Source: an optimization exercise on an open RTL-to-GDS flow (aim: a short achievable clock period and few clock cycles). Production flows keep margins and buffers that such runs may drop.
At most, simulation tests tie the RTL to the original design; equivalence was not proved.
For runs 3 and 4, only the layout was checked, not whether the RTL still works.
Power and IR drop assume default switching activity.

File: flow/run.sh
#!/bin/bash
# The standard layout, with three changes after synthesis: the ports get
# sky130_fd_sc_hd__buf_4 buffers, sizing may swap a cell for one of another
# footprint, and the delay cells are not used (so the repairs use plain
# buffers). Each step's output goes to a log file of its own here.
set -euo pipefail
PLATFORM_DONT_USE=" sky130_fd_sc_hd__probe_p_8 sky130_fd_sc_hd__probec_p_8 sky130_fd_sc_hd__lpflow_bleeder_1 sky130_fd_sc_hd__lpflow_clkbufkapwr_1 sky130_fd_sc_hd__lpflow_clkbufkapwr_16 sky130_fd_sc_hd__lpflow_clkbufkapwr_2 sky130_fd_sc_hd__lpflow_clkbufkapwr_4 sky130_fd_sc_hd__lpflow_clkbufkapwr_8 sky130_fd_sc_hd__lpflow_clkinvkapwr_1 sky130_fd_sc_hd__lpflow_clkinvkapwr_16 sky130_fd_sc_hd__lpflow_clkinvkapwr_2 sky130_fd_sc_hd__lpflow_clkinvkapwr_4 sky130_fd_sc_hd__lpflow_clkinvkapwr_8 sky130_fd_sc_hd__lpflow_decapkapwr_12 sky130_fd_sc_hd__lpflow_decapkapwr_3 sky130_fd_sc_hd__lpflow_decapkapwr_4 sky130_fd_sc_hd__lpflow_decapkapwr_6 sky130_fd_sc_hd__lpflow_decapkapwr_8 sky130_fd_sc_hd__lpflow_inputiso0n_1 sky130_fd_sc_hd__lpflow_inputiso0p_1 sky130_fd_sc_hd__lpflow_inputiso1n_1 sky130_fd_sc_hd__lpflow_inputiso1p_1 sky130_fd_sc_hd__lpflow_inputisolatch_1 sky130_fd_sc_hd__lpflow_isobufsrc_1 sky130_fd_sc_hd__lpflow_isobufsrc_16 sky130_fd_sc_hd__lpflow_isobufsrc_2 sky130_fd_sc_hd__lpflow_isobufsrc_4 sky130_fd_sc_hd__lpflow_isobufsrc_8 sky130_fd_sc_hd__lpflow_isobufsrckapwr_16 sky130_fd_sc_hd__lpflow_lsbuf_lh_hl_isowell_tap_1 sky130_fd_sc_hd__lpflow_lsbuf_lh_hl_isowell_tap_2 sky130_fd_sc_hd__lpflow_lsbuf_lh_hl_isowell_tap_4 sky130_fd_sc_hd__lpflow_lsbuf_lh_isowell_4 sky130_fd_sc_hd__lpflow_lsbuf_lh_isowell_tap_1 sky130_fd_sc_hd__lpflow_lsbuf_lh_isowell_tap_2 sky130_fd_sc_hd__lpflow_lsbuf_lh_isowell_tap_4 "
DELAY_CELLS="sky130_fd_sc_hd__clkdlybuf4s15_1 sky130_fd_sc_hd__clkdlybuf4s15_2 sky130_fd_sc_hd__clkdlybuf4s18_1 sky130_fd_sc_hd__clkdlybuf4s18_2 sky130_fd_sc_hd__clkdlybuf4s25_1 sky130_fd_sc_hd__clkdlybuf4s25_2 sky130_fd_sc_hd__clkdlybuf4s50_1 sky130_fd_sc_hd__clkdlybuf4s50_2 sky130_fd_sc_hd__dlygate4sd1_1 sky130_fd_sc_hd__dlygate4sd2_1 sky130_fd_sc_hd__dlygate4sd3_1 sky130_fd_sc_hd__dlymetal6s2s_1 sky130_fd_sc_hd__dlymetal6s4s_1 sky130_fd_sc_hd__dlymetal6s6s_1"
bash standard.sh synth > flow_synth.log 2>&1
bash standard.sh "DONT_USE_CELLS=$PLATFORM_DONT_USE $DELAY_CELLS" MATCH_CELL_FOOTPRINT=0 \
	"BUFFER_PORTS_ARGS=-buffer_cell sky130_fd_sc_hd__buf_4" finish > flow_layout.log 2>&1
File: standard.sh
#!/bin/bash
# synth_recipe.tcl (not shown) runs the flow's synth.tcl, then flattens the netlist and writes it again
# the make line also repeats each setting of config.mk as NAME=value (left out here)
make -C /OpenROAD-flow-scripts/flow DESIGN_CONFIG=/design/flow/config.mk WORK_HOME=/design/flow/orfs CLKGATE_MAP_FILE= SYNTH_SCRIPT=/design/flow/synth_recipe.tcl "${@:-finish}"
File: config.mk
export PLATFORM = sky130hd
export DESIGN_NAME = single_cycle_mips
export DESIGN_NICKNAME = single_cycle_mips
export VERILOG_FILES = /design/flow/design.v
export SDC_FILE = /design/flow/constraint.sdc
export NUM_CORES = 8
export LEC_CHECK = 0
export CAP_MARGIN = 40
export CORE_MARGIN = 2
export CORE_UTILIZATION = 45
export SETUP_SLACK_MARGIN = 5
export SLEW_MARGIN = 40
export SYNTH_HIERARCHICAL = 1
export SYNTH_MINIMUM_KEEP_SIZE = 0
export TNS_END_PERCENT = 5
File: constraint.sdc
create_clock -name core_clock -period 8.0 [get_ports {clk}]
set_input_delay 1.6000 -clock core_clock [delete_from_list [all_inputs] [get_ports {clk}]]
set_output_delay 1.6000 -clock core_clock [all_outputs]
set_load 0.01 [all_outputs]
File: design.v
`default_nettype none
package mips_pkg;
	localparam int word_w      = 32;
	localparam int reg_addr_w  = 5;
	localparam int dmem_addr_w = 7;
	typedef logic [word_w-1:0]     word_t;
	typedef logic [reg_addr_w-1:0] reg_addr_t;
	localparam logic [5:0] op_special = 6'h00;
	localparam logic [5:0] op_j       = 6'h02;
	localparam logic [5:0] op_jal     = 6'h03;
	localparam logic [5:0] op_beq     = 6'h04;
	localparam logic [5:0] op_bne     = 6'h05;
	localparam logic [5:0] op_addi    = 6'h08;
	localparam logic [5:0] op_lw      = 6'h23;
	localparam logic [5:0] op_sw      = 6'h2b;
	localparam logic [5:0] fn_sll = 6'h00;
	localparam logic [5:0] fn_srl = 6'h02;
	localparam logic [5:0] fn_jr  = 6'h08;
	localparam logic [5:0] fn_add = 6'h20;
	localparam logic [5:0] fn_sub = 6'h22;
	localparam logic [5:0] fn_and = 6'h24;
	localparam logic [5:0] fn_or  = 6'h25;
	localparam logic [5:0] fn_slt = 6'h2a;
	typedef enum logic [2:0] {
		alu_add = 3'd0,
		alu_sub = 3'd1,
		alu_and = 3'd2,
		alu_or  = 3'd3,
		alu_slt = 3'd4,
		alu_sll = 3'd5,
		alu_srl = 3'd6
	} alu_op_t;
	typedef enum logic [1:0] {
		pc_seq    = 2'd0,  
		pc_branch = 2'd1,  
		pc_jump   = 2'd2,  
		pc_reg    = 2'd3   
	} pc_src_t;
	localparam word_t reset_pc = 32'h0000_0000;
	localparam reg_addr_t reg_ra = 5'd31;
endpackage
`default_nettype wire
`default_nettype none
import mips_pkg::*;
module instr_decoder (
	input  mips_pkg::word_t     ir,
	output mips_pkg::reg_addr_t rd,         
	output logic                reg_write,  
	output logic                use_imm,    
	output logic                mem_read,
	output logic                mem_write,
	output logic                branch_eq,
	output logic                branch_ne,
	output logic                jump,       
	output logic                link,       
	output logic                jump_reg,   
	output logic                use_rs,     
	output logic                use_rt,     
	output mips_pkg::alu_op_t   alu_op
);
	logic [5:0] opcode;
	logic [5:0] funct;
	logic       special;
	logic       wr;
	mips_pkg::reg_addr_t dst;
	assign opcode  = ir[31:26];
	assign funct   = ir[5:0];
	assign special = (opcode == op_special) && (ir != '0);
	always_comb begin
		wr        = 1'b0;
		use_imm   = 1'b0;
		mem_read  = 1'b0;
		mem_write = 1'b0;
		branch_eq = 1'b0;
		branch_ne = 1'b0;
		jump      = 1'b0;
		link      = 1'b0;
		jump_reg  = 1'b0;
		use_rs    = 1'b0;
		use_rt    = 1'b0;
		alu_op    = alu_add;
		dst       = ir[15:11];
		case (opcode)
			op_special: begin
				if (special) begin
					wr     = 1'b1;
					use_rs = 1'b1;
					use_rt = 1'b1;
					case (funct)
						fn_sll: begin alu_op = alu_sll; use_rs = 1'b0; end
						fn_srl: begin alu_op = alu_srl; use_rs = 1'b0; end
						fn_add: alu_op = alu_add;
						fn_sub: alu_op = alu_sub;
						fn_and: alu_op = alu_and;
						fn_or:  alu_op = alu_or;
						fn_slt: alu_op = alu_slt;
						fn_jr: begin
							wr       = 1'b0;
							jump_reg = 1'b1;
							use_rt   = 1'b0;
						end
						default: begin
							wr     = 1'b0;
							use_rs = 1'b0;
							use_rt = 1'b0;
						end
					endcase
				end
			end
			op_addi: begin
				wr      = 1'b1;
				use_rs  = 1'b1;
				use_imm = 1'b1;
				dst     = ir[20:16];
			end
			op_lw: begin
				wr       = 1'b1;
				use_rs   = 1'b1;
				mem_read = 1'b1;
				dst      = ir[20:16];
			end
			op_sw: begin
				mem_write = 1'b1;
				use_rs    = 1'b1;
				use_rt    = 1'b1;
			end
			op_beq: begin
				branch_eq = 1'b1;
				use_rs    = 1'b1;
				use_rt    = 1'b1;
			end
			op_bne: begin
				branch_ne = 1'b1;
				use_rs    = 1'b1;
				use_rt    = 1'b1;
			end
			op_j:   jump = 1'b1;
			op_jal: begin
				jump = 1'b1;
				link = 1'b1;
				wr   = 1'b1;
				dst  = reg_ra;
			end
			default: ;
		endcase
	end
	assign reg_write = wr && (dst != '0);
	assign rd        = reg_write ? dst : '0;
endmodule
`default_nettype wire
`default_nettype none
import mips_pkg::*;
module register_file (
	input  logic                clk,
	input  logic                rst_n,
	input  logic [31:1]         rs_sel,
	input  logic [31:1]         rt_sel,
	input  mips_pkg::reg_addr_t wr_addr,
	input  logic                wr_en,
	input  mips_pkg::word_t     wr_data,
	output mips_pkg::word_t     rs_data,
	output mips_pkg::word_t     rt_data
);
	mips_pkg::word_t regs [0:31];  
	always_ff @(posedge clk or negedge rst_n) begin
		if (!rst_n) begin
			for (int i = 1; i < 32; i++) begin
				regs[i] <= '0;
			end
		end else if (wr_en && wr_addr != '0) begin
			regs[wr_addr] <= wr_data;
		end
	end
	always_comb begin
		rs_data = '0;
		rt_data = '0;
		for (int i = 1; i < 32; i++) begin
			rs_data = rs_data | ({word_w{rs_sel[i]}} & regs[i]);
			rt_data = rt_data | ({word_w{rt_sel[i]}} & regs[i]);
		end
	end
endmodule
module zero_flags (
	input  logic                clk,
	input  logic                rst_n,
	input  mips_pkg::reg_addr_t w_rd,      
	input  mips_pkg::word_t     w_val,
	input  logic                w_zk,
	input  logic                w_zf,
	output logic [31:0]         zk,        
	output logic [31:0]         zf
);
	mips_pkg::reg_addr_t v_rd;
	logic                v_zero;
	logic [31:1]         zflag;
	always_comb begin
		for (int k = 0; k < 32; k++) begin
			zk[k] = 1'b1;
			if (k == 0)              zf[k] = 1'b1;
			else if (w_rd == 5'(k)) begin
				zk[k] = w_zk;
				zf[k] = w_zf;
			end
			else if (v_rd == 5'(k))  zf[k] = v_zero;
			else                     zf[k] = zflag[k];
		end
	end
	always_ff @(posedge clk or negedge rst_n) begin
		if (!rst_n) begin
			v_rd   <= '0;
			v_zero <= 1'b1;
			zflag  <= '1;
		end else begin
			v_rd   <= w_rd;
			v_zero <= (w_val == '0);
			if (v_rd != '0) zflag[v_rd] <= v_zero;
		end
	end
endmodule
`default_nettype wire
`default_nettype none
import mips_pkg::*;
module ks_add #(
	parameter int W = 32
) (
	input  logic [W-1:0] a,
	input  logic [W-1:0] b,
	input  logic         cin,
	output logic [W-1:0] s,
	output logic         cout
);
	localparam int L = (W <= 2) ? 1 : (W <= 4) ? 2 : (W <= 8) ? 3 : (W <= 16) ? 4 : (W <= 32) ? 5 : 6;
	logic [W-1:0] g [0:L];
	logic [W-1:0] p [0:L];
	logic [W-1:0] c;    
	assign g[0] = a & b;
	assign p[0] = a ^ b;
	for (genvar l = 0; l < L; l++) begin : g_lvl
		for (genvar i = 0; i < W; i++) begin : g_bit
			if (i >= (1 << l)) begin : g_comb
				assign g[l+1][i] = g[l][i] | (p[l][i] & g[l][i-(1<<l)]);
				assign p[l+1][i] = p[l][i] & p[l][i-(1<<l)];
			end else begin : g_pass
				assign g[l+1][i] = g[l][i];
				assign p[l+1][i] = p[l][i];
			end
		end
	end
	assign c[0] = cin;
	for (genvar i = 1; i < W; i++) begin : g_c
		assign c[i] = g[L][i-1] | (p[L][i-1] & cin);
	end
	assign s    = p[0] ^ c;
	assign cout = g[L][W-1] | (p[L][W-1] & cin);
endmodule
module alu (
	input  mips_pkg::word_t   op_a,
	input  mips_pkg::word_t   op_b,
	input  mips_pkg::word_t   op_bx,      
	input  logic              sub,        
	input  logic [4:0]        shamt,
	input  logic [5:0]        sel,        
	input  logic              ld,         
	input  mips_pkg::word_t   ld_data,
	output mips_pkg::word_t   result
);
	mips_pkg::word_t sum;
	logic  cout;
	logic  lt;
	ks_add #(.W(word_w)) u_add (
		.a    (op_a),
		.b    (op_bx),
		.cin  (sub),
		.s    (sum),
		.cout (cout)
	);
	assign lt = (op_a[word_w-1] == op_b[word_w-1]) ? sum[word_w-1] : op_a[word_w-1];
	mips_pkg::word_t shl, shr;
	alu_shift u_shift (.b (op_b), .shamt (shamt), .shl (shl), .shr (shr));
	alu_mux u_mux (
		.sel (sel), .sum (sum), .a_and_b (op_a & op_b), .a_or_b (op_a | op_b),
		.lt (lt), .shl (shl), .shr (shr), .ld (ld), .ld_data (ld_data), .result (result)
	);
endmodule
module alu_shift (
	input  mips_pkg::word_t b,
	input  logic [4:0]      shamt,
	output mips_pkg::word_t shl,
	output mips_pkg::word_t shr
);
	assign shl = b << shamt;
	assign shr = b >> shamt;
endmodule
module alu_mux (
	input  logic [5:0]      sel,
	input  mips_pkg::word_t sum,
	input  mips_pkg::word_t a_and_b,
	input  mips_pkg::word_t a_or_b,
	input  logic            lt,
	input  mips_pkg::word_t shl,
	input  mips_pkg::word_t shr,
	input  logic            ld,
	input  mips_pkg::word_t ld_data,
	output mips_pkg::word_t result
);
	assign result = ({word_w{sel[0]}} & sum) |
	                ({word_w{sel[1]}} & a_and_b) |
	                ({word_w{sel[2]}} & a_or_b) |
	                ({word_w{sel[3]}} & {{(word_w-1){1'b0}}, lt}) |
	                ({word_w{sel[4]}} & shl) |
	                ({word_w{sel[5]}} & shr) |
	                ({word_w{ld}} & ld_data);
endmodule
module alu_sel (
	input  mips_pkg::alu_op_t alu_op,
	output logic [5:0]        sel,
	output logic              sub
);
	assign sel[0] = (alu_op == alu_add) || (alu_op == alu_sub);
	assign sel[1] = (alu_op == alu_and);
	assign sel[2] = (alu_op == alu_or);
	assign sel[3] = (alu_op == alu_slt);
	assign sel[4] = (alu_op == alu_sll);
	assign sel[5] = (alu_op == alu_srl);
	assign sub    = (alu_op == alu_sub) || (alu_op == alu_slt);
endmodule
`default_nettype wire
`default_nettype none
import mips_pkg::*;
module pc_unit (
	input  logic              clk,
	input  logic              rst_n,
	input  logic              x_redirect,
	input  mips_pkg::word_t   x_target,
	input  logic              d_redirect,
	input  mips_pkg::word_t   d_target,
	input  mips_pkg::word_t   f_next,
	output mips_pkg::word_t   pc
);
	always_ff @(posedge clk or negedge rst_n) begin
		if (!rst_n) begin
			pc <= reset_pc;
		end else if (x_redirect) begin
			pc <= x_target;
		end else if (d_redirect) begin
			pc <= d_target;
		end else begin
			pc <= f_next;
		end
	end
endmodule
`default_nettype wire
`default_nettype none
import mips_pkg::*;
module single_cycle_mips (
	input  logic                                clk,
	input  logic                                rst_n,
	output mips_pkg::word_t                     ir_addr,
	input  mips_pkg::word_t                     ir,
	input  mips_pkg::word_t                     read_data_mem,
	output logic                                cen,
	output logic                                wen,
	output logic                                oen,
	output logic [mips_pkg::dmem_addr_w-1:0]    a,
	output mips_pkg::word_t                     data_to_mem
);
	mips_pkg::word_t pc;
	mips_pkg::word_t ra_pred;              
	logic            d_v;
	mips_pkg::word_t d_ir;
	mips_pkg::word_t d_pc;
	logic            d_pred;               
	mips_pkg::word_t d_jrpred;             
	mips_pkg::word_t d_pc4;                
	mips_pkg::word_t d_bt;                 
	logic [31:1]     d_rs_oh, d_rt_oh;     
	logic            d_bx_rs, d_bx_rt;     
	logic            d_bw_rs, d_bw_rt;     
	logic                x_v;
	mips_pkg::reg_addr_t x_rd;             
	logic [5:0]          x_sel;            
	logic                x_sub;
	mips_pkg::word_t     x_a, x_b;         
	mips_pkg::word_t     x_bx;             
	mips_pkg::word_t     w_valn;           
	logic                x_fa, x_fb, x_fs;  
	logic [4:0]          x_sh;
	logic                x_load, x_isadd;
	logic                x_beq, x_bne, x_pred, x_jr;
	mips_pkg::word_t     x_alt;            
	mips_pkg::word_t     x_jrpred;
	logic [mips_pkg::dmem_addr_w-1:0] x_addr;
	mips_pkg::word_t     x_wdata;
	logic                x_cen, x_wen, x_oen;
	mips_pkg::reg_addr_t w_rd;
	mips_pkg::word_t     w_val;
	logic            x_redirect, d_redirect;
	mips_pkg::word_t x_target, d_target;
	mips_pkg::word_t pc4, f_bt, f_next;
	logic [5:0]      f_op;
	logic            f_j, f_jal, f_jr, f_br, f_pred;
	logic            unused_c4;
	ks_add #(.W(word_w)) u_pc4 (.a (pc), .b (32'd4), .cin (1'b0), .s (pc4), .cout (unused_c4));
	logic [13:0] pc_hp1, pc_hm1;
	logic [15:0] f_bt_lo;
	logic        f_bt_c, unused_chp, unused_chm;
	ks_add #(.W(14)) u_hp1 (.a (pc[31:18]), .b (14'd1),      .cin (1'b0), .s (pc_hp1), .cout (unused_chp));
	ks_add #(.W(14)) u_hm1 (.a (pc[31:18]), .b ({14{1'b1}}), .cin (1'b0), .s (pc_hm1), .cout (unused_chm));
	ks_add #(.W(16)) u_fbt (.a (pc[17:2]), .b (ir[15:0]), .cin (1'b1), .s (f_bt_lo), .cout (f_bt_c));
	assign f_bt = {ir[15] ? (f_bt_c ? pc[31:18] : pc_hm1) : (f_bt_c ? pc_hp1 : pc[31:18]),
	               f_bt_lo, pc[1:0]};
	assign f_op   = ir[31:26];
	assign f_j    = (f_op == op_j) || (f_op == op_jal);
	assign f_jal  = (f_op == op_jal);
	assign f_jr   = (f_op == op_special) && (ir[5:0] == fn_jr);
	assign f_br   = (f_op == op_beq) || (f_op == op_bne);
	assign f_pred = f_br && ir[15];
	always_comb begin
		if (f_j)         f_next = {pc[31:28], ir[25:0], 2'b00};
		else if (f_jr)   f_next = ra_pred;
		else if (f_pred) f_next = f_bt;
		else             f_next = pc4;
	end
	pc_unit u_pc (
		.clk (clk), .rst_n (rst_n),
		.x_redirect (x_redirect), .x_target (x_target),
		.d_redirect (d_redirect), .d_target (d_target),
		.f_next (d_stall ? pc : f_next), .pc (pc)
	);
	assign ir_addr = pc;
	always_ff @(posedge clk or negedge rst_n) begin
		if (!rst_n) begin
			ra_pred <= '0;
		end else if (f_jal) begin
			ra_pred <= pc4;
		end
	end
	logic [31:1] f_rs_oh, f_rt_oh;
	always_comb begin
		for (int i = 1; i < 32; i++) begin
			f_rs_oh[i] = (ir[25:21] == 5'(i));
			f_rt_oh[i] = (ir[20:16] == 5'(i));
		end
	end
	always_ff @(posedge clk or negedge rst_n) begin
		if (!rst_n) begin
			d_v      <= 1'b0;
			d_ir     <= '0;
			d_pc     <= '0;
			d_pred   <= 1'b0;
			d_jrpred <= '0;
			d_pc4    <= '0;
			d_bt     <= '0;
			d_rs_oh  <= '0;
			d_rt_oh  <= '0;
			d_bx_rs  <= 1'b0;
			d_bx_rt  <= 1'b0;
			d_bw_rs  <= 1'b0;
			d_bw_rt  <= 1'b0;
		end else if (d_stall) begin
			d_v      <= d_v && !x_redirect;
			d_bx_rs  <= 1'b0;
			d_bx_rt  <= 1'b0;
			d_bw_rs  <= (e_rd != '0) && (e_rd == rs);
			d_bw_rt  <= (e_rd != '0) && (e_rd == rt);
		end else begin
			d_bx_rs  <= d_v && (dd_rd != '0) && (dd_rd == ir[25:21]);
			d_bx_rt  <= d_v && (dd_rd != '0) && (dd_rd == ir[20:16]);
			d_bw_rs  <= (e_rd != '0) && (e_rd == ir[25:21]);
			d_bw_rt  <= (e_rd != '0) && (e_rd == ir[20:16]);
			d_v      <= !x_redirect && !d_redirect;
			d_ir     <= ir;
			d_pc     <= pc;
			d_pred   <= f_pred;
			d_jrpred <= ra_pred;
			d_pc4    <= pc4;
			d_bt     <= f_bt;
			d_rs_oh  <= f_rs_oh;
			d_rt_oh  <= f_rt_oh;
		end
	end
	mips_pkg::reg_addr_t dd_rd;
	logic dd_wr, dd_imm, dd_load, dd_store, dd_beq, dd_bne, dd_jump, dd_link, dd_jr, dd_urs, dd_urt;
	mips_pkg::alu_op_t dd_op;
	instr_decoder u_dec (
		.ir (d_ir), .rd (dd_rd), .reg_write (dd_wr), .use_imm (dd_imm),
		.mem_read (dd_load), .mem_write (dd_store), .branch_eq (dd_beq),
		.branch_ne (dd_bne), .jump (dd_jump), .link (dd_link), .jump_reg (dd_jr),
		.use_rs (dd_urs), .use_rt (dd_urt), .alu_op (dd_op)
	);
	mips_pkg::word_t     alu_res;
	mips_pkg::reg_addr_t rs, rt, e_rd;
	mips_pkg::word_t     rf_rs0, rf_rt0, rf_rs, rf_rt, imm, wb;
	assign rs  = d_ir[25:21];
	assign rt  = d_ir[20:16];
	assign imm = {{16{d_ir[15]}}, d_ir[15:0]};
	assign e_rd = x_v ? x_rd : '0;
	register_file u_regs (
		.clk (clk), .rst_n (rst_n),
		.rs_sel (d_rs_oh), .rt_sel (d_rt_oh),
		.wr_addr (w_rd), .wr_en (w_rd != '0), .wr_data (w_val),
		.rs_data (rf_rs0), .rt_data (rf_rt0)
	);
	assign rf_rs = d_bw_rs ? w_val : rf_rs0;
	assign rf_rt = d_bw_rt ? w_val : rf_rt0;
	mips_pkg::word_t a_eff, b_eff, bx_eff;
	assign a_eff  = x_fa ? w_val : x_a;
	assign b_eff  = x_fb ? w_val : x_b;
	assign bx_eff = x_fb ? (x_sub ? w_valn : w_val) : x_bx;
	logic x_sumzero, rdm_zero, w_zk, w_zf;
	function automatic logic sumzero(input logic [word_w-1:0] p, input logic [word_w-1:0] q);
		sumzero = ((p ^ q) == {p[word_w-2:0] | q[word_w-2:0], 1'b0});
	endfunction
	logic sz_00, sz_01, sz_10, sz_11;
	assign sz_00 = sumzero(x_a, x_b);
	assign sz_01 = sumzero(x_a, w_val);
	assign sz_10 = sumzero(w_val, x_b);
	assign sz_11 = sumzero(w_val, w_val);
	assign x_sumzero = x_fa ? (x_fb ? sz_11 : sz_10) : (x_fb ? sz_01 : sz_00);
	assign rdm_zero  = (read_data_mem == '0);
	logic [31:0] zf_old, zk_old;
	zero_flags u_zf (
		.clk (clk), .rst_n (rst_n), .w_rd (w_rd), .w_val (w_val), .w_zk (w_zk), .w_zf (w_zf),
		.zk (zk_old), .zf (zf_old)
	);
	logic x_zero, x_zknown, byp_rs, byp_rt;
	assign x_zero   = x_load ? rdm_zero : x_sumzero;
	assign x_zknown = x_load || x_isadd;
	assign byp_rs   = d_bx_rs && x_v;
	assign byp_rt   = d_bx_rt && x_v;
	logic d_br, d_skip, d_zc, d_early, d_zero, d_taken, d_unres;
	assign d_br    = dd_beq || dd_bne;
	assign d_skip  = (d_ir[15:0] == '0);      
	assign d_zc    = (rs == '0) || (rt == '0);
	assign d_early = d_zc && (byp_rs ? x_zknown : zk_old[rs]) && (byp_rt ? x_zknown : zk_old[rt]);
	assign d_zero  = (byp_rs ? x_zero : zf_old[rs]) && (byp_rt ? x_zero : zf_old[rt]);
	assign d_taken = dd_beq ? d_zero : !d_zero;
	assign d_unres = d_br && !d_skip && !d_early;
	assign d_redirect = d_v && d_br && !d_skip && d_early && (d_taken != d_pred);
	assign d_target   = d_taken ? d_bt : d_pc4;
	logic [8:0] addr_rf, addr_as, addr_ld, addr_lg, d_addr, cs_s, cs_c, x_lg;
	logic       unused_c1, unused_c2, unused_c3, unused_c5;
	logic [8:0] addr_r0, addr_w;
	logic       unused_c6;
	ks_add #(.W(9)) u_addr_r0  (.a (rf_rs0[8:0]), .b (d_ir[8:0]), .cin (1'b0), .s (addr_r0), .cout (unused_c1));
	ks_add #(.W(9)) u_addr_w   (.a (w_val[8:0]),  .b (d_ir[8:0]), .cin (1'b0), .s (addr_w),  .cout (unused_c6));
	assign addr_rf = d_bw_rs ? addr_w : addr_r0;
	assign cs_s = a_eff[8:0] ^ bx_eff[8:0] ^ d_ir[8:0];
	assign cs_c = {(a_eff[7:0] & bx_eff[7:0]) | (a_eff[7:0] & d_ir[7:0]) | (bx_eff[7:0] & d_ir[7:0]), x_sub};
	ks_add #(.W(9)) u_addr_as  (.a (cs_s), .b (cs_c), .cin (1'b0), .s (addr_as), .cout (unused_c2));
	ks_add #(.W(9)) u_addr_ld  (.a (read_data_mem[8:0]), .b (d_ir[8:0]), .cin (1'b0), .s (addr_ld), .cout (unused_c3));
	assign x_lg = x_sel[1] ? (a_eff[8:0] & b_eff[8:0]) : (a_eff[8:0] | b_eff[8:0]);
	ks_add #(.W(9)) u_addr_lg  (.a (x_lg), .b (d_ir[8:0]), .cin (1'b0), .s (addr_lg), .cout (unused_c5));
	always_comb begin
		if (!byp_rs)        d_addr = addr_rf;
		else if (x_load)    d_addr = addr_ld;
		else if (x_sel[0])  d_addr = addr_as;
		else                d_addr = addr_lg;
	end
	logic d_stall, stall_r, stall_next, f_mem;
	assign d_stall = d_v && stall_r;
	assign f_mem   = (ir[31:26] == op_lw) || (ir[31:26] == op_sw);
	assign stall_next = !d_stall && f_mem && (ir[25:21] != '0) && (ir[25:21] == dd_rd) &&
	                    (d_sel[3] || d_sel[4] || d_sel[5]);
	always_ff @(posedge clk or negedge rst_n) begin
		if (!rst_n) begin
			stall_r <= 1'b0;
		end else begin
			stall_r <= stall_next;
		end
	end
	logic [5:0]      d_sel;
	logic            d_sub;
	mips_pkg::word_t d_b;
	alu_sel u_alu_sel (.alu_op (dd_op), .sel (d_sel), .sub (d_sub));
	assign d_b = dd_imm ? imm : (dd_link ? '0 : rf_rt);
	logic dx;    
	assign dx = d_v && !x_redirect && !d_stall;
	always_ff @(posedge clk or negedge rst_n) begin
		if (!rst_n) begin
			x_v <= 1'b0; x_rd <= '0; x_sel <= '0; x_sub <= 1'b0; x_a <= '0; x_b <= '0; x_bx <= '0; x_sh <= '0;
			x_fa <= 1'b0; x_fb <= 1'b0; x_fs <= 1'b0;
			x_load <= 1'b0; x_isadd <= 1'b0;
			x_beq <= 1'b0; x_bne <= 1'b0; x_pred <= 1'b0; x_jr <= 1'b0;
			x_alt <= '0; x_jrpred <= '0;
			x_addr <= '0; x_wdata <= '0;
			x_cen <= 1'b1; x_wen <= 1'b1; x_oen <= 1'b1;
		end else begin
			x_v      <= dx;
			x_rd     <= dd_rd;
			x_sel    <= dd_load ? 6'd0 : d_sel;
			x_sub    <= d_sub;
			x_a      <= dd_link ? d_pc4 : rf_rs;
			x_b      <= d_b;
			x_bx     <= d_sub ? ~d_b : d_b;
			x_fa     <= byp_rs && !dd_link;
			x_fb     <= byp_rt && !dd_imm && !dd_link;
			x_fs     <= byp_rt;
			x_sh     <= d_ir[10:6];
			x_load   <= dd_load;
			x_isadd  <= (dd_op == alu_add) && !dd_load;
			x_beq    <= dd_beq && d_unres;
			x_bne    <= dd_bne && d_unres;
			x_pred   <= d_pred;
			x_jr     <= dd_jr;
			x_alt    <= d_pred ? d_pc4 : d_bt;
			x_jrpred <= d_jrpred;
			x_addr   <= d_addr[8:2];
			x_wdata  <= rf_rt;
			x_cen    <= !(dx && (dd_load || dd_store));
			x_wen    <= !(dx && dd_store);
			x_oen    <= !(dx && dd_load);
		end
	end
	alu u_alu (.op_a (a_eff), .op_b (b_eff), .op_bx (bx_eff), .sub (x_sub), .shamt (x_sh), .sel (x_sel),
	           .ld (x_load), .ld_data (read_data_mem), .result (alu_res));
	assign wb = alu_res;
	logic x_eq, x_taken;
	assign x_eq       = (a_eff == b_eff);
	assign x_taken    = (x_beq && x_eq) || (x_bne && !x_eq);
	assign x_redirect = x_v && (((x_beq || x_bne) && (x_taken != x_pred)) ||
	                            (x_jr && (a_eff != x_jrpred)));
	assign x_target   = x_jr ? a_eff : x_alt;
	always_ff @(posedge clk or negedge rst_n) begin
		if (!rst_n) begin
			w_rd   <= '0;
			w_val  <= '0;
			w_valn <= '1;
			w_zk   <= 1'b1;
			w_zf   <= 1'b1;
		end else begin
			w_zk   <= x_zknown;
			w_zf   <= x_zero;
			w_rd   <= e_rd;
			w_val  <= wb;
			w_valn <= ~wb;
		end
	end
	assign a           = x_addr;
	assign data_to_mem = x_fs ? w_val : x_wdata;
	assign cen         = !rst_n || x_cen;
	assign wen         = !rst_n || x_wen;
	assign oen         = !rst_n || x_oen;
endmodule
`default_nettype wire
==> flow_metrics.tcl, run 1 <==
set metrics [dict create \
    max_cap_violations 0 \
    yosysWarningCount 24 \
    peakVddDrop_uv 192 \
    ios 140 \
    cp-end-kind "register" \
    insertion_delay_ns 0.89 \
    dieArea_um2 213000 \
    nNetsFinal 9396 \
    setup_viol 0 \
    cellPowerDensity_nw_per_um2 218 \
    firstDrtPassIters 11 \
    wl_per_cell_um 37.8 \
    vias 84800 \
    rsz0062_at_grt "true" \
    drt-total-wl_mm 453 \
    total_power_mw 23.5 \
    crit_start "x_fb" \
    syn2layout_area_growth_pct 14.5 \
    min_path_cells 0 \
    clockRootBuffer "clkbuf_16" \
    dp_hpwl_mm 286 \
    netlist_instances 8862 \
    drt_iter0_markers 15000 \
    worstSetupPathType "reg2reg" \
    numPortBuffers 139 \
    fmax_ghz 0.230 \
    finalInstanceArea_um2 108000 \
    largest_reg_flops 992 \
    dieHeight_um 462 \
    cts_sinks 1590 \
    gp_congestion 0.984 \
    skew_ns 0.0961 \
    grt_max_degree 150 \
    tightestPinTransition_ns 1.01 \
    r2r_cells 27 \
    run_status "timing/DRC/antenna clean" \
    top_register "u_regs.regs" \
    netlist_area_um2 94300 \
    cts_buffer_depth 3 \
    required_ns 8.70 \
    first_global_vias 80700 \
    ant_nets 0 \
    finalCritPeriodShare 0.544 \
    placed_area_um2 98600 \
    drc 0 \
    cp.arrival_ns 5.05 \
    layout_min_cycle_time_ns 4.35 \
    grt.overflow.total 0 \
    stdcell_count 12000 \
    drive_above_1_share 0.285 \
    htreeDepth 4 \
    path_max_fanout 5 \
    dp_cells 11400 \
    cts_tree "done" \
    cp-start-kind "register" \
    timing.rr.start "x_fb" \
    die_w_um 462 \
    grt_antenna_before_repair 40 \
    clk_pin_slew_ns 0.07 \
    grt_pass1_wl_mm 626 \
    max_slew_margin 0.319 \
    core-area_um2 209000 \
    worstSetupEndpoint "w_val[0]" \
    setup_ws_ns 3.65 \
    cts_buffers 172 \
    final.setup.tns_ns 0 \
    rows 168 \
    initial_core_util 0.451 \
    reg2reg_to "w_val[0]" \
    finalHoldViolCount 0 \
    r2r_slack_ns 3.65 \
    grt_usage 0.413 \
    syn-mean-instance-area_um2 10.6 \
    preCtsSetupSlack_ns 2.36 \
    vias_per_cell 7.07 \
    report.final.slew_viol_count 0 \
    fill_cells 18600 \
    p_leak_nw 48.8 \
    holdCritPathClass "reg2reg" \
]
==> how the worst min path moves through the flow <==
stage                       from      endpoint
floorplan                 d_pred        x_pred
global placement    d_jrpred[27]  x_jrpred[27]
detailed placement  d_jrpred[21]  x_jrpred[21]
CTS                  d_jrpred[6]   x_jrpred[6]
global route         d_jrpred[6]   x_jrpred[6]
finish               d_jrpred[6]   x_jrpred[6]
==> critical path, cell delays in order, from the launching register on <==
cell and delay [ns]:
dfrtp_4 0.48, buf_6 0.14, buf_12 0.12, a21o_1 0.19, inv_2 0.08, buf_1 0.12
buf_1 0.14, buf_1 0.11, buf_1 0.10, buf_2 0.14, buf_6 0.10, buf_1 0.10
buf_1 0.09, buf_1 0.11, buf_1 0.16, buf_2 0.15, buf_6 0.09, buf_1 0.08
buf_1 0.10, buf_1 0.09, buf_1 0.08, buf_1 0.09, buf_1 0.10, inv_1 0.05
fa_1 0.50, inv_2 0.04, a222oi_1 0.49, nand3_1 0.17
==> timing repair <==
item | CTS | global route
resized for setup | 349 | 163
pin swaps | 64 | 26
gates cloned | 15 | 4
setup buffers | 160 | 45
hold buffers | 0 | 0
setup endpoints to repair | 1121 | 1174
==> per-layer routing <==
metal | vias up | wire (um) | track usage
met5 | - | 340 | 0
met4 | 36 | 35700 | 0.261
met3 | 1879 | 64700 | 0.159
met2 | 7062 | 181000 | 0.568
met1 | 42500 | 172000 | 0.542
li1 | 33400 | - | -
==> stage by stage <==
| stage | util | hold WS [ns] |
|---|---|---|
| 2_1_floorplan | - | 0.352 |
| 3_3_place_gp | 0.467 | 0.358 |
| 3_5_place_dp | 0.472 | 0.359 |
| 4_1_cts | 0.511 | 0.360 |
| 5_1_grt | 0.516 | 0.381 |
| 6_report | 0.517 | 0.360 |
==> report_power, final <==
group	internal (mW)	switching [mW]
logic	2.25	3.27
registers	8.69	0.916
clock network	4.71	3.65
total	15.6	7.84
==> layout by cell type (no fill, tap or decap), types with 48 or more instances in the layout <==
master / count
mux4_2: 72
xnor2_1: 180
buf_4: 199
conb_1: 87
nor2_1: 290
clkbuf_16: 185
a22oi_1: 877
a21o_1: 49
nor4_1: 59
xor2_1: 137
dfstp_2: 68
a22o_1: 115
o21ai_1: 48
dfrtp_2: 52
or4_1: 67
mux2_4: 65
buf_1: 134
a222oi_1: 67
o21ai_0: 176
or2_2: 49
mux2_2: 1147
and2_1: 48
dfrtp_1: 1426
nand3_1: 247
nand2_1: 751
a211oi_1: 65
mux2i_1: 261
a221oi_1: 69
nand4_1: 207
buf_2: 79
ha_1: 248
buf_6: 63
inv_1: 254
a21oi_1: 208
==> final cells by class <==
type	count	area (um^2)	share of cell area
diodes	20	50.0	0.000464
multi-input cells	6381	52200	0.484
repair buffers	610	5120	0.0474
well taps	2805	3510	0.0325
clock buffers	249	4960	0.0459
flip-flops and latches	1590	40100	0.372
inverters	284	1090	0.0101
clock inverters	67	902	0.00836
Testbench counts, summed over its fixed seeds: cycles 87,453.
==> inputs of run 2 (changes only) <==
--- a/design.v
+++ b/design.v
@@ -184,35 +184,27 @@
 	input  logic                clk,
 	input  logic                rst_n,
-	input  mips_pkg::reg_addr_t w_rd,      
+	input  logic [31:1]         w_oh,      
 	input  mips_pkg::word_t     w_val,
 	input  logic                w_zk,
 	input  logic                w_zf,
-	output logic [31:0]         zk,        
-	output logic [31:0]         zf
+	output logic [31:1]         zk,        
+	output logic [31:1]         zf
 );
-	mips_pkg::reg_addr_t v_rd;
-	logic                v_zero;
-	logic [31:1]         zflag;
+	logic [31:1] zflag;
+	logic        w_zero;
+	assign w_zero = (w_val == '0);
 	always_comb begin
-		for (int k = 0; k < 32; k++) begin
-			zk[k] = 1'b1;
-			if (k == 0)              zf[k] = 1'b1;
-			else if (w_rd == 5'(k)) begin
-				zk[k] = w_zk;
-				zf[k] = w_zf;
-			end
-			else if (v_rd == 5'(k))  zf[k] = v_zero;
-			else                     zf[k] = zflag[k];
+		for (int k = 1; k < 32; k++) begin
+			zk[k] = w_oh[k] ? w_zk : 1'b1;
+			zf[k] = w_oh[k] ? w_zf : zflag[k];
 		end
 	end
 	always_ff @(posedge clk or negedge rst_n) begin
 		if (!rst_n) begin
-			v_rd   <= '0;
-			v_zero <= 1'b1;
-			zflag  <= '1;
+			zflag <= '1;
 		end else begin
-			v_rd   <= w_rd;
-			v_zero <= (w_val == '0);
-			if (v_rd != '0) zflag[v_rd] <= v_zero;
+			for (int k = 1; k < 32; k++) begin
+				if (w_oh[k]) zflag[k] <= w_zero;
+			end
 		end
 	end
@@ -519,9 +511,16 @@
 	assign x_sumzero = x_fa ? (x_fb ? sz_11 : sz_10) : (x_fb ? sz_01 : sz_00);
 	assign rdm_zero  = (read_data_mem == '0);
-	logic [31:0] zf_old, zk_old;
+	logic [31:1] zf_old, zk_old, w_oh;
 	zero_flags u_zf (
-		.clk (clk), .rst_n (rst_n), .w_rd (w_rd), .w_val (w_val), .w_zk (w_zk), .w_zf (w_zf),
+		.clk (clk), .rst_n (rst_n), .w_oh (w_oh), .w_val (w_val), .w_zk (w_zk), .w_zf (w_zf),
 		.zk (zk_old), .zf (zf_old)
 	);
+	logic rs0_z, rt0_z, zk_rs, zf_rs, zk_rt, zf_rt;
+	assign rs0_z = (d_rs_oh == '0);
+	assign rt0_z = (d_rt_oh == '0);
+	assign zk_rs = ((d_rs_oh & ~zk_old) == '0);
+	assign zf_rs = rs0_z || ((d_rs_oh & zf_old) != '0);
+	assign zk_rt = ((d_rt_oh & ~zk_old) == '0);
+	assign zf_rt = rt0_z || ((d_rt_oh & zf_old) != '0);
 	logic x_zero, x_zknown, byp_rs, byp_rt;
 	assign x_zero   = x_load ? rdm_zero : x_sumzero;
@@ -533,6 +532,6 @@
 	assign d_skip  = (d_ir[15:0] == '0);      
 	assign d_zc    = (rs == '0) || (rt == '0);
-	assign d_early = d_zc && (byp_rs ? x_zknown : zk_old[rs]) && (byp_rt ? x_zknown : zk_old[rt]);
-	assign d_zero  = (byp_rs ? x_zero : zf_old[rs]) && (byp_rt ? x_zero : zf_old[rt]);
+	assign d_early = d_zc && (byp_rs ? x_zknown : zk_rs) && (byp_rt ? x_zknown : zk_rt);
+	assign d_zero  = (byp_rs ? x_zero : zf_rs) && (byp_rt ? x_zero : zf_rt);
 	assign d_taken = dd_beq ? d_zero : !d_zero;
 	assign d_unres = d_br && !d_skip && !d_early;
@@ -617,8 +616,14 @@
 	assign wb = alu_res;
 	logic x_eq, x_taken;
-	assign x_eq       = (a_eff == b_eff);
+	logic eq00, eq01, eq10, jr_nf, jr_f;
+	assign eq00       = (x_a == x_b);
+	assign eq01       = (x_a == w_val);
+	assign eq10       = (w_val == x_b);
+	assign x_eq       = x_fa ? (x_fb ? 1'b1 : eq10) : (x_fb ? eq01 : eq00);
+	assign jr_nf      = (x_a != x_jrpred);
+	assign jr_f       = (w_val != x_jrpred);
 	assign x_taken    = (x_beq && x_eq) || (x_bne && !x_eq);
 	assign x_redirect = x_v && (((x_beq || x_bne) && (x_taken != x_pred)) ||
-	                            (x_jr && (a_eff != x_jrpred)));
+	                            (x_jr && (x_fa ? jr_f : jr_nf)));
 	assign x_target   = x_jr ? a_eff : x_alt;
 	always_ff @(posedge clk or negedge rst_n) begin
@@ -629,7 +634,9 @@
 			w_zk   <= 1'b1;
 			w_zf   <= 1'b1;
+			w_oh   <= '0;
 		end else begin
 			w_zk   <= x_zknown;
 			w_zf   <= x_zero;
+			for (int k = 1; k < 32; k++) w_oh[k] <= (e_rd == 5'(k));
 			w_rd   <= e_rd;
 			w_val  <= wb;
==> run.sh (new file) <==
#!/bin/bash
# synth_recipe.tcl (not shown) runs the flow's synth.tcl, then flattens the netlist and writes it again
# the make line also repeats each setting of config.mk as NAME=value (left out here)
make -C /OpenROAD-flow-scripts/flow DESIGN_CONFIG=/design/flow/config.mk WORK_HOME=/design/flow/orfs CLKGATE_MAP_FILE= SYNTH_SCRIPT=/design/flow/synth_recipe.tcl finish
removed: flow/run.sh
removed: standard.sh
==> run 2 against run 1 <==
  * Still clean
  * Clock skew decreased by 0.031 ns
  * Via count increased by 0.17%
  * First-iteration DRC count increased by 9.1%
  * Critical path depth decreased by 13
  * Area after synthesis decreased by 1.3%
  * Power increased by 4.6%
  * Sequential share of layout area decreased by 0.48 points
  * Cell count decreased by 1.2%
  * Critical path type unchanged
  * Critical endpoint unchanged
  * Largest cell class unchanged
==> flow_metrics.tcl, run 2 <==
set metrics [dict create \
    run_status "timing/DRC/antenna clean" \
    peakVddDrop_uv 217 \
    clkPwrFrac 0.353 \
    layout_min_cycle_time_ns 3.91 \
    rows 166 \
    initial_core_util 0.454 \
    rsz0062_at_grt "true" \
    numPortBuffers 139 \
    drt_iter0_markers 16300 \
    cp.arrival_ns 4.58 \
    hold_buffers 0 \
    dieArea_um2 210000 \
    finalInstanceArea_um2 111000 \
    max_slew_margin 0.314 \
    r2r_cells 14 \
    ios 140 \
    drive_above_1_share 0.308 \
    grt.overflow.total 0 \
    tightestPinTransition_ns 1.03 \
    cp-end-kind "register" \
    finalCritPeriodShare 0.488 \
    path_max_fanout 7 \
    first_global_vias 80900 \
    required_ns 8.68 \
    dp_hpwl_mm 269 \
    grt_max_degree 159 \
    timing.rr.start "x_fa" \
    final_core_util 0.542 \
    stdcell_count 11900 \
    busiest_layer "met2" \
    firstDrtPassIters 14 \
    setup_ws_ns 4.09 \
    final_common_cell "dfrtp_1" \
    grt_antenna_before_repair 37 \
    insertion_delay_ns 0.89 \
    p_comb_frac 0.254 \
    p_switching_mw 8.10 \
    layout_common_cells "1441 x dfrtp_1, 1105 x mux2_2, 895 x a22oi_1" \
    cts_sinks 1615 \
    die_w_um 459 \
    drt-total-wl_mm 460 \
    yosysWarningCount 24 \
    fmax_ghz 0.256 \
    cts_buffer_depth 3 \
    holdCritPathClass "reg2reg" \
    grt_use_met2 0.563 \
    setup_viol 0 \
    top_register "u_regs.regs" \
    p_seq_frac 0.393 \
    core-area_um2 205000 \
    max_cap_violations 0 \
    vias_per_cell 7.17 \
    cts_tree "done" \
    worstSetupPathType "reg2reg" \
    dp_cells 11200 \
    vias 85000 \
    placed_area_um2 97800 \
    grt_util_met3 0.181 \
    syn2layout_area_growth_pct 19.3 \
    largest_reg_flops 992 \
    final.setup.tns_ns 0 \
    skew_ns 0.0649 \
    drc 0 \
    reg2reg_to "w_val[0]" \
    netlist_instances 8677 \
    p_leak_nw 50.4 \
    p_sw_frac 0.330 \
    clk_pin_slew_ns 0.06 \
    clockRootBuffer "clkbuf_16" \
    cellPowerDensity_nw_per_um2 221 \
    met1_usage 0.559 \
    finalHoldViolCount 0 \
    syn-mean-instance-area_um2 10.7 \
    cts_buffers 175 \
    r2r_slack_ns 4.09 \
    wl_per_cell_um 38.8 \
    grt_pass1_wl_mm 630 \
    fill_cells 17700 \
    htreeDepth 4 \
    report.final.slew_viol_count 0 \
    intPower_mw 16.5 \
    min_to "x_jrpred[23]" \
    gp_congestion 0.984 \
    min_path_cells 0 \
    netlist_area_um2 93000 \
    ant_nets 0 \
    min-delay-start "d_jrpred[23]" \
    dieHeight_um 459 \
    nNetsFinal 9317 \
    hold_ws_ns 0.370 \
    grt_usage 0.421 \
    preCtsSetupSlack_ns 2.16 \
    total_power_mw 24.6 \
    cp-start-kind "register" \
]
[run 2: what timing repair did]
action / in CTS / in global routing
pin swaps: 94 / 99
cloned: 49 / 12
gates resized for setup: 638 / 311
setup endpoints to repair: 883 / 1046
buffers inserted: 171 / 105
[run 2: worst max-delay path by stage]
stage | from | end | slack (ns) | depth (start not counted)
final | x_fa | w_val[0] | 4.09 | 14
after global routing | x_fb | w_valn[0] | 4.07 | 16
after CTS | x_fs | data_to_mem[0] | 4.09 | 4
after detailed placement | read_data_mem[7] | u_pc.pc[11] | 2.16 | 11
after global placement | read_data_mem[3] | u_pc.pc[11] | 1.71 | 11
after floorplan | ir[2] | u_pc.pc[25] | 4.13 | 16
[run 2: worst max-delay path, cell delays in order, from the launching register on]
cell and delay, ns:
dfrtp_4 0.52, buf_16 0.18, mux2i_4 0.34, inv_2 0.11, ha_4 0.25, a21o_1 0.23
a2111oi_4 0.31, o21bai_1 0.15, a311o_1 0.38, a32oi_4 0.30, a31o_1 0.23, o311ai_4 0.11
mux2_4 0.35, a22oi_2 0.13, nand3_1 0.12
[run 2: routing by layer]
layer | vias to the layer above | routed length, um
met5 | - | 679
met4 | 40 | 36200
met3 | 2061 | 70700
met2 | 7456 | 179000
met1 | 42500 | 173000
li1 | 32900 | -
[run 2: area by class of cell]
cell class,count,area (um^2),share of cell area
multi-input cells,6161,51200,0.461
clock buffers,256,5110,0.0460
repair inverters,2,25.0,0.000225
well taps,2688,3360,0.0303
clock inverters,64,918,0.00827
diodes,35,87.6,0.000789
inverters,332,1270,0.0114
flip-flops and latches,1615,40700,0.367
repair buffers,703,8320,0.0749
[run 2: power by group through the flow]
stage,combinational [mW],clock [mW],sequential [mW]
floorplan,3.69,0,9.40
global placement,5.22,0,9.76
detailed placement,5.28,0,9.76
CTS,5.84,8.65,9.61
global route,6.72,8.98,9.70
finish,6.24,8.67,9.66
Testbench counts of run 2, summed over its fixed seeds: cycles 87,453.
==> inputs of run 3 (changes only) <==
--- a/design.v
+++ b/design.v
@@ -156,6 +156,5 @@
 	input  logic [31:1]         rs_sel,
 	input  logic [31:1]         rt_sel,
-	input  mips_pkg::reg_addr_t wr_addr,
-	input  logic                wr_en,
+	input  logic [31:1]         wr_sel,    
 	input  mips_pkg::word_t     wr_data,
 	output mips_pkg::word_t     rs_data,
@@ -168,6 +167,8 @@
 				regs[i] <= '0;
 			end
-		end else if (wr_en && wr_addr != '0) begin
-			regs[wr_addr] <= wr_data;
+		end else begin
+			for (int i = 1; i < 32; i++) begin
+				if (wr_sel[i]) regs[i] <= wr_data;
+			end
 		end
 	end
@@ -210,4 +211,23 @@
 	end
 endmodule
+module one_flags (
+	input  logic                clk,
+	input  logic                rst_n,
+	input  logic [31:1]         w_oh,      
+	input  mips_pkg::word_t     w_val,
+	output logic [31:1]         one
+);
+	logic w_one;
+	assign w_one = (w_val == 32'd1);
+	always_ff @(posedge clk or negedge rst_n) begin
+		if (!rst_n) begin
+			one <= '0;
+		end else begin
+			for (int k = 1; k < 32; k++) begin
+				if (w_oh[k]) one[k] <= w_one;
+			end
+		end
+	end
+endmodule
 `default_nettype wire
 `default_nettype none
@@ -246,4 +266,49 @@
 	assign cout = g[L][W-1] | (p[L][W-1] & cin);
 endmodule
+module gp_node (
+	input  logic g_hi,
+	input  logic p_hi,
+	input  logic g_lo,
+	input  logic p_lo,
+	output logic g,
+	output logic p
+);
+	assign g = g_hi | (p_hi & g_lo);
+	assign p = p_hi & p_lo;
+endmodule
+module ks_add_nodes #(
+	parameter int W = 32
+) (
+	input  logic [W-1:0] a,
+	input  logic [W-1:0] b,
+	input  logic         cin,
+	output logic [W-1:0] s
+);
+	localparam int L = (W <= 2) ? 1 : (W <= 4) ? 2 : (W <= 8) ? 3 : (W <= 16) ? 4 : (W <= 32) ? 5 : 6;
+	logic [W-1:0] g [0:L];
+	logic [W-1:0] p [0:L];
+	logic [W-1:0] c;    
+	assign g[0] = a & b;
+	assign p[0] = a ^ b;
+	for (genvar l = 0; l < L; l++) begin : g_lvl
+		for (genvar i = 0; i < W; i++) begin : g_bit
+			if (i >= (1 << l)) begin : g_comb
+				gp_node u_n (
+					.g_hi (g[l][i]), .p_hi (p[l][i]), .g_lo (g[l][i-(1<<l)]), .p_lo (p[l][i-(1<<l)]),
+					.g (g[l+1][i]), .p (p[l+1][i])
+				);
+			end else begin : g_pass
+				assign g[l+1][i] = g[l][i];
+				assign p[l+1][i] = p[l][i];
+			end
+		end
+	end
+	assign c[0] = cin;
+	for (genvar i = 1; i < W; i++) begin : g_c
+		logic unused_p;
+		gp_node u_c (.g_hi (g[L][i-1]), .p_hi (p[L][i-1]), .g_lo (cin), .p_lo (1'b1), .g (c[i]), .p (unused_p));
+	end
+	assign s = p[0] ^ c;
+endmodule
 module alu (
 	input  mips_pkg::word_t   op_a,
@@ -260,11 +325,11 @@
 	logic  cout;
 	logic  lt;
-	ks_add #(.W(word_w)) u_add (
+	ks_add_nodes #(.W(word_w)) u_add (
 		.a    (op_a),
 		.b    (op_bx),
 		.cin  (sub),
-		.s    (sum),
-		.cout (cout)
+		.s    (sum)
 	);
+	assign cout = 1'b0;
 	assign lt = (op_a[word_w-1] == op_b[word_w-1]) ? sum[word_w-1] : op_a[word_w-1];
 	mips_pkg::word_t shl, shr;
@@ -369,4 +434,6 @@
 	logic            d_bx_rs, d_bx_rt;     
 	logic            d_bw_rs, d_bw_rt;     
+	logic            d_dec1;               
+	mips_pkg::reg_addr_t d_rd;             
 	logic                x_v;
 	mips_pkg::reg_addr_t x_rd;             
@@ -386,4 +453,5 @@
 	logic                x_cen, x_wen, x_oen;
 	mips_pkg::reg_addr_t w_rd;
+	logic [31:1]         w_oh;             
 	mips_pkg::word_t     w_val;
 	logic            x_redirect, d_redirect;
@@ -407,5 +475,6 @@
 	assign f_jr   = (f_op == op_special) && (ir[5:0] == fn_jr);
 	assign f_br   = (f_op == op_beq) || (f_op == op_bne);
-	assign f_pred = f_br && ir[15];
+	logic f_cd, f_cd_zero;
+	assign f_pred = f_br && (f_cd ? (f_op == op_beq) == f_cd_zero : ir[15]);
 	always_comb begin
 		if (f_j)         f_next = {pc[31:28], ir[25:0], 2'b00};
@@ -428,4 +497,13 @@
 		end
 	end
+	mips_pkg::reg_addr_t f_rd;
+	logic f_wr, f_imm, f_load, f_store, f_beq, f_bne, f_jump, f_link, f_jrx, f_urs, f_urt;
+	mips_pkg::alu_op_t f_aop;
+	instr_decoder u_fdec (
+		.ir (ir), .rd (f_rd), .reg_write (f_wr), .use_imm (f_imm),
+		.mem_read (f_load), .mem_write (f_store), .branch_eq (f_beq),
+		.branch_ne (f_bne), .jump (f_jump), .link (f_link), .jump_reg (f_jrx),
+		.use_rs (f_urs), .use_rt (f_urt), .alu_op (f_aop)
+	);
 	logic [31:1] f_rs_oh, f_rt_oh;
 	always_comb begin
@@ -450,4 +528,6 @@
 			d_bw_rs  <= 1'b0;
 			d_bw_rt  <= 1'b0;
+			d_dec1   <= 1'b0;
+			d_rd     <= '0;
 		end else if (d_stall) begin
 			d_v      <= d_v && !x_redirect;
@@ -470,4 +550,6 @@
 			d_rs_oh  <= f_rs_oh;
 			d_rt_oh  <= f_rt_oh;
+			d_dec1   <= (ir[31:26] == op_addi) && (ir[15:0] == 16'hffff) && (ir[20:16] != '0);
+			d_rd     <= f_rd;
 		end
 	end
@@ -491,5 +573,5 @@
 		.clk (clk), .rst_n (rst_n),
 		.rs_sel (d_rs_oh), .rt_sel (d_rt_oh),
-		.wr_addr (w_rd), .wr_en (w_rd != '0), .wr_data (w_val),
+		.wr_sel (w_oh), .wr_data (w_val),
 		.rs_data (rf_rs0), .rt_data (rf_rt0)
 	);
@@ -511,5 +593,11 @@
 	assign x_sumzero = x_fa ? (x_fb ? sz_11 : sz_10) : (x_fb ? sz_01 : sz_00);
 	assign rdm_zero  = (read_data_mem == '0);
-	logic [31:1] zf_old, zk_old, w_oh;
+	logic [31:1] zf_old, zk_old, one_f;
+	one_flags u_of (.clk (clk), .rst_n (rst_n), .w_oh (w_oh), .w_val (w_val), .one (one_f));
+	logic d_cd, f_zc;
+	assign d_cd      = d_v && d_dec1 && !d_bx_rs && ((d_rs_oh & w_oh) == '0);
+	assign f_zc      = (ir[20:16] == '0) ? (ir[25:21] == d_rd) : ((ir[25:21] == '0) && (ir[20:16] == d_rd));
+	assign f_cd      = d_cd && f_zc;
+	assign f_cd_zero = (d_rs_oh & one_f) != '0;
 	zero_flags u_zf (
 		.clk (clk), .rst_n (rst_n), .w_oh (w_oh), .w_val (w_val), .w_zk (w_zk), .w_zf (w_zf),
==> run 3 against run 2 <==
  * Die area is 3.7% higher
  * Largest power group unchanged
  * Power is 2.2% higher
  * Sequential power is 2.5% higher
  * Register-to-register slack worse by 0.04 ns
  * Cell count is 2.4% higher
  * Critical path type unchanged
  * Clock power is 2.8% higher
  * Wire length is 5.1% lower
  * First-iteration DRC count is 24% lower
  * Critical path depth is 2 higher
  * Fmax is 1.0% lower
  * Via count is 2.5% lower
  * Still clean on timing, DRC and antenna
  * Synthesized cell count is 3.5% higher
==> flow_metrics.tcl, run 3 <==
set metrics [dict create \
    firstDrtPassIters 9 \
    finalInstanceArea_um2 112000 \
    cts_buffers 181 \
    nNetsFinal 9475 \
    dieHeight_um 467 \
    worstSetupPathType "reg2reg" \
    netlist_area_um2 96500 \
    dp_hpwl_mm 279 \
    vias 82900 \
    final_core_util 0.528 \
    syn-mean-instance-area_um2 10.7 \
    ios 140 \
    layout_common_cells "1451 x dfrtp_1, 1180 x mux2_2, 905 x a22oi_1" \
    preCtsSetupSlack_ns 1.86 \
    report.final.slew_viol_count 0 \
    r2r_slack_ns 4.05 \
    syn2layout_area_growth_pct 16.3 \
    htreeDepth 4 \
    dp_cells 11600 \
    clk_pin_slew_ns 0.06 \
    drc 0 \
    max_slew_margin 0.363 \
    finalCritPeriodShare 0.493 \
    skew_ns 0.0523 \
    placed_area_um2 101000 \
    cts_sinks 1647 \
    p_switching_mw 8.22 \
    dieArea_um2 218000 \
    fmax_ghz 0.253 \
    largest_reg_flops 992 \
    grt_usage 0.382 \
    rsz0062_at_grt "true" \
    final.setup.tns_ns 0 \
    clockRootBuffer "clkbuf_16" \
    drt_iter0_markers 12300 \
    run_status "timing/DRC/antenna clean" \
    netlist_instances 8977 \
    rows 169 \
    p_comb_frac 0.250 \
    min_path_cells 0 \
    r2r_cells 16 \
    stdcell_count 12100 \
    hold_ws_ns 0.374 \
    initial_core_util 0.454 \
    grt_antenna_before_repair 27 \
    total_power_mw 25.1 \
    vias_per_cell 6.82 \
    required_ns 8.71 \
    p_sw_frac 0.328 \
    drt-total-wl_mm 436 \
    grt.overflow.total 0 \
    setup_ws_ns 4.05 \
    cp-end-kind "register" \
    grt_pass1_wl_mm 599 \
    setup_viol 0 \
    holdCritPathClass "reg2reg" \
    top_register "u_regs.regs" \
    gp_congestion 0.979 \
    p_leak_nw 51.4 \
    core-area_um2 213000 \
    cts_tree "done" \
    cp-start-kind "register" \
    insertion_delay_ns 0.87 \
    numPortBuffers 139 \
    final_common_cell "dfrtp_1" \
    die_w_um 467 \
    clkPwrFrac 0.355 \
    grt_max_degree 154 \
    cts_buffer_depth 3 \
    fill_cells 18700 \
    p_seq_frac 0.395 \
    finalHoldViolCount 0 \
    tightestPinTransition_ns 0.941 \
    drive_above_1_share 0.291 \
    max_cap_violations 0 \
    first_global_vias 79600 \
    cellPowerDensity_nw_per_um2 224 \
    layout_min_cycle_time_ns 3.95 \
    path_max_fanout 42 \
    yosysWarningCount 30 \
    peakVddDrop_uv 258 \
    cp.arrival_ns 4.66 \
    wl_per_cell_um 35.9 \
    ant_nets 0 \
    intPower_mw 16.9 \
]
-- run 3: changes by cell type in the layout (fill, tap and decap cells not counted), sizes merged, moves of 32 or more --
cell	delta
a21o	+146
buf	-125
xor2	+39
nand2	-48
dfrtp	+32
a21oi	-44
and2	+111
-- run 3: worst max-delay path: stages (launching register included) --
cell and delay [ns]:
dfrtp_1 0.37, buf_12 0.24, inv_1 0.12, ha_1 0.35, xnor2_1 0.20, nor4_1 0.35
nand4_1 0.22, nor4_4 0.23, o22ai_4 0.15, a211oi_4 0.30, buf_6 0.16, xnor2_4 0.11
buf_12 0.19, buf_16 0.16, mux2_4 0.31, mux2i_1 0.19, o21ai_1 0.08
-- run 3: repair_timing --
item | CTS | global route
pin swaps | 20 | 84
hold buffers | 0 | 0
cloned | 17 | 21
gates resized for setup | 373 | 322
setup buffers | 51 | 120
endpoints found under the setup margin | 581 | 585
-- run 3: layout make-up --
| type | instances | area, um^2 | area share |
|---|---|---|---|
| Antenna cell | 22 | 55.1 | 0.000491 |
| Clock buffer | 279 | 5440 | 0.0485 |
| Multi-Input combinational cell | 6376 | 52800 | 0.471 |
| Sequential cell | 1647 | 41500 | 0.370 |
| Tap cell | 2821 | 3530 | 0.0315 |
| Clock inverter | 55 | 837 | 0.00746 |
| Inverter | 366 | 1400 | 0.0125 |
| Timing Repair Buffer | 578 | 6510 | 0.0580 |
-- run 3: layer usage --
metal	global-route usage	wire, um	vias up	share of wire
li1	-	-	33800	-
met4	0.236	33400	18	0.076
met1	0.510	170000	42100	0.39
met5	0	109	-	0.00025
met2	0.542	181000	5583	0.41
met3	0.111	52100	1330	0.12
-- run 3: power groups by stage --
stage	logic, mW	registers (mW)	clock network, mW
5_1_grt	6.73	9.95	9.30
6_report	6.28	9.90	8.91
2_1_floorplan	3.94	9.67	0
3_5_place_dp	5.67	10.0	0
3_3_place_gp	5.60	10.0	0
4_1_cts	5.92	9.88	8.95
-- run 3: worst paths after layout --
check / from / end
hold / removal: d_jrpred[4] / x_jrpred[4]
hold reg to reg: d_jrpred[4] / x_jrpred[4]
min in group asynchronous: rst_n / x_v
setup reg to reg: w_val[8] / u_pc.pc[26]
setup / recovery: w_val[8] / u_pc.pc[26]
max in group asynchronous: rst_n / w_val[29]
==> inputs of run 4 (changes only) <==
--- a/design.v
+++ b/design.v
@@ -443,5 +443,5 @@
 	mips_pkg::word_t     x_bx;             
 	mips_pkg::word_t     w_valn;           
-	logic                x_fa, x_fb, x_fs;  
+	logic                x_fa, x_fb;       
 	logic [4:0]          x_sh;
 	logic                x_load, x_isadd;
@@ -667,5 +667,5 @@
 		if (!rst_n) begin
 			x_v <= 1'b0; x_rd <= '0; x_sel <= '0; x_sub <= 1'b0; x_a <= '0; x_b <= '0; x_bx <= '0; x_sh <= '0;
-			x_fa <= 1'b0; x_fb <= 1'b0; x_fs <= 1'b0;
+			x_fa <= 1'b0; x_fb <= 1'b0;
 			x_load <= 1'b0; x_isadd <= 1'b0;
 			x_beq <= 1'b0; x_bne <= 1'b0; x_pred <= 1'b0; x_jr <= 1'b0;
@@ -683,5 +683,4 @@
 			x_fa     <= byp_rs && !dd_link;
 			x_fb     <= byp_rt && !dd_imm && !dd_link;
-			x_fs     <= byp_rt;
 			x_sh     <= d_ir[10:6];
 			x_load   <= dd_load;
@@ -694,5 +693,5 @@
 			x_jrpred <= d_jrpred;
 			x_addr   <= d_addr[8:2];
-			x_wdata  <= rf_rt;
+			x_wdata  <= byp_rt ? wb : rf_rt;    
 			x_cen    <= !(dx && (dd_load || dd_store));
 			x_wen    <= !(dx && dd_store);
@@ -733,5 +732,5 @@
 	end
 	assign a           = x_addr;
-	assign data_to_mem = x_fs ? w_val : x_wdata;
+	assign data_to_mem = x_wdata;
 	assign cen         = !rst_n || x_cen;
 	assign wen         = !rst_n || x_wen;
==> run 4 against run 3 <==
  * Clock skew fell by 0.0021 ns
  * Critical endpoint unchanged
  * Critical path type unchanged
  * Core utilization increased by 0.78 points
  * Sequential power is essentially flat
  * Fmax grew 0.77%
  * Critical path depth fell by 1
  * Flip-flop and latch count decreased by 1
  * Largest cell class unchanged
  * Cell count rose by 1.1%
  * Still clean on timing, DRC and antenna
==> flow_metrics.tcl, run 4 <==
set metrics [dict create \
    run_status "timing/DRC/antenna clean" \
    max_slew_margin 0.351 \
    nNetsFinal 9604 \
    syn2layout_area_growth_pct 18.1 \
    cp.arrival_ns 4.67 \
    tightestPinTransition_ns 0.963 \
    peakVddDrop_uv 225 \
    drt_iter0_markers 12700 \
    cts_sinks 1646 \
    r2r_slack_ns 4.08 \
    cellPowerDensity_nw_per_um2 222 \
    vias_per_cell 6.88 \
    grt.overflow.total 0 \
    grt_antenna_before_repair 31 \
    dieArea_um2 218000 \
    setup_viol 0 \
    setup_ws_ns 4.08 \
    syn-mean-instance-area_um2 10.7 \
    hold_buffers 0 \
    core-area_um2 212000 \
    hold_ws_ns 0.373 \
    ios 140 \
    worstSetupPathType "reg2reg" \
    drc 0 \
    finalHoldViolCount 0 \
    yosysWarningCount 30 \
    grt_usage 0.386 \
    die_w_um 467 \
    cp-start-kind "register" \
    timing.rr.start "w_oh[17]" \
    netlist_area_um2 96300 \
    report.final.slew_viol_count 0 \
    grt_pass1_wl_mm 606 \
    final_core_util 0.536 \
    cts_buffers 180 \
    holdCritPathClass "reg2reg" \
    worstPathCellList "inv_1, nand2_1, nand2_1, a22oi_1, nand4_1, nor4_4, a211oi_4, buf_6, xnor2_4, buf_12, buf_12, buf_16, mux2_4, mux2i_1, o21ai_1" \
    fill_cells 18500 \
    dieHeight_um 467 \
    insertion_delay_ns 0.88 \
    numPortBuffers 139 \
    regArea_um2 41500 \
    crit_start "w_oh[17]" \
    clockRootBuffer "clkbuf_16" \
    path_max_fanout 25 \
    r2r_cells 15 \
    netlist_instances 9024 \
    p_leak_nw 52.0 \
    required_ns 8.75 \
    cts_buffer_depth 3 \
    clk_pin_slew_ns 0.06 \
    vias 84400 \
    drive_above_1_share 0.295 \
    initial_core_util 0.454 \
    wl_per_cell_um 35.9 \
    skew_ns 0.0502 \
    htreeDepth 4 \
    final.setup.tns_ns 0 \
    rsz0062_at_grt "true" \
    largest_reg_flops 992 \
    drt-total-wl_mm 441 \
    finalCritPeriodShare 0.490 \
    final_common_cell "dfrtp_1" \
    top_register "u_regs.regs" \
    cpMaxStageDelayCell "dfrtp_2" \
    dp_hpwl_mm 280 \
    multiInputGateArea_um2 53300 \
    ant_nets 0 \
    layout_common_cells "1454 x dfrtp_1, 1100 x mux2_2, 894 x a22oi_1" \
    max_cap_violations 0 \
    rows 169 \
    crit_path_max_incr_delay_ns 0.97 \
    cp-end-kind "register" \
    first_global_vias 81000 \
    reg2reg_to "u_pc.pc[26]" \
    gp_congestion 1.03 \
    grt_max_degree 152 \
    layout_min_cycle_time_ns 3.92 \
    preCtsSetupSlack_ns 1.62 \
    cts_tree "done" \
    worstSetupEndpoint "u_pc.pc[26]" \
    firstDrtPassIters 12 \
    fmax_ghz 0.255 \
]
[run 4: cell types whose count changed in the layout (fill, tap and decap cells not counted), sizes merged, moves of 17 or more]
cell           before   now
a211oi             46    63
a21oi             181   249
buf               427   487
clkdlybuf4s50      65    85
inv               366   346
mux2             1227  1178
mux2i             193   223
nor2              243   291
[run 4: power by group]
| group | internal, mW | switching, mW | total (mW) | leakage, nW |
|---|---|---|---|---|
| registers | 9.07 | 0.851 | 9.92 | 22.0 |
| clock network | 5.10 | 3.77 | 8.88 | 3.05 |
| logic | 2.67 | 3.79 | 6.47 | 27.0 |
| total | 16.8 | 8.42 | 25.3 | 52.0 |
[run 4: through the flow]
step / power (mW) / cell area, um^2 / cells
floorplan: 13.6 / 96700 / 9106
global placement: 15.6 / 101000 / 11600
detailed placement: 15.7 / 101000 / 11600
CTS: 24.9 / 111000 / 12100
global route: 26.1 / 114000 / 12300
finish: 25.3 / 114000 / 12300
[run 4: what timing repair did]
action | 4_1_cts | 5_1_grt
cloned | 38 | 24
resized for setup | 436 | 355
endpoints found under the setup margin | 548 | 783
pin swaps | 38 | 75
setup buffers | 110 | 120
[run 4: worst min path at each step]
| stage | start | end | slack, ns | cells past startpoint |
|---|---|---|---|---|
| global route | d_jrpred[5] | x_jrpred[5] | 0.38 | 0 |
| detailed placement | d_jrpred[15] | x_jrpred[15] | 0.36 | 0 |
| global placement | d_jrpred[0] | x_jrpred[0] | 0.36 | 0 |
| finish | d_jrpred[15] | x_jrpred[15] | 0.37 | 0 |
| floorplan | d_pred | x_pred | 0.35 | 0 |
| CTS | d_jrpred[10] | x_jrpred[10] | 0.37 | 0 |
[run 4: cell type report]
cell class / instances / area share
antenna: 22 / 0.000484
clock buffer: 270 / 0.0465
clock inverter: 65 / 0.00848
inverter: 343 / 0.0117
multi-input combinational: 6445 / 0.469
sequential: 1646 / 0.365
tap: 2821 / 0.0310
timing repair buffer: 663 / 0.0680
[run 4: metal layers]
layer  GRT usage  up-vias  part of all wire
li1            -    34100                 -
met4       0.269       22             0.091
met1       0.503    42900              0.38
met2       0.547     5886              0.41
met3       0.116     1554              0.12
met5     0.00132        -           0.00034
[run 4: critical path, delay by kind of cell, from the launching register on]
family	cells	cell delay, ns
multiplexers	2	0.43
buffers and inverters	5	0.74
flip-flops	1	0.97
XOR/XNOR	1	0.25
AND/OR/NAND/NOR	4	0.99
AO/OA/AOI/OAI	3	0.41

[afterwards: timing with drivers on the ports]
How much do the figures lean on ideal ports? The routed layouts below were timed once more, with nothing changed but the port constraints. Step 1 assumes that a clkbuf_16 drives the clock port and a buf_2 every other input. Step 2 times the ports against the registers' clock, not the clock port: input delays grow and output delays shrink by t, the midpoint of the rising clock arrivals with the driver on. a / b / c = ideal ports / drivers / drivers and shift; a / b = the first two.
| run | t, ns | setup slack, ns |
|---|---|---|
| run 1 | 0.927 | 3.651 / 3.651 / 3.080 |
| run 2 | 0.953 | 4.093 / 4.020 / 3.479 |
| run 3 | 0.936 | 4.054 / 3.609 / 3.202 |
| run 4 | 0.955 | 4.084 / 4.046 / 3.194 |
After both steps setup and hold are still met in every run listed.
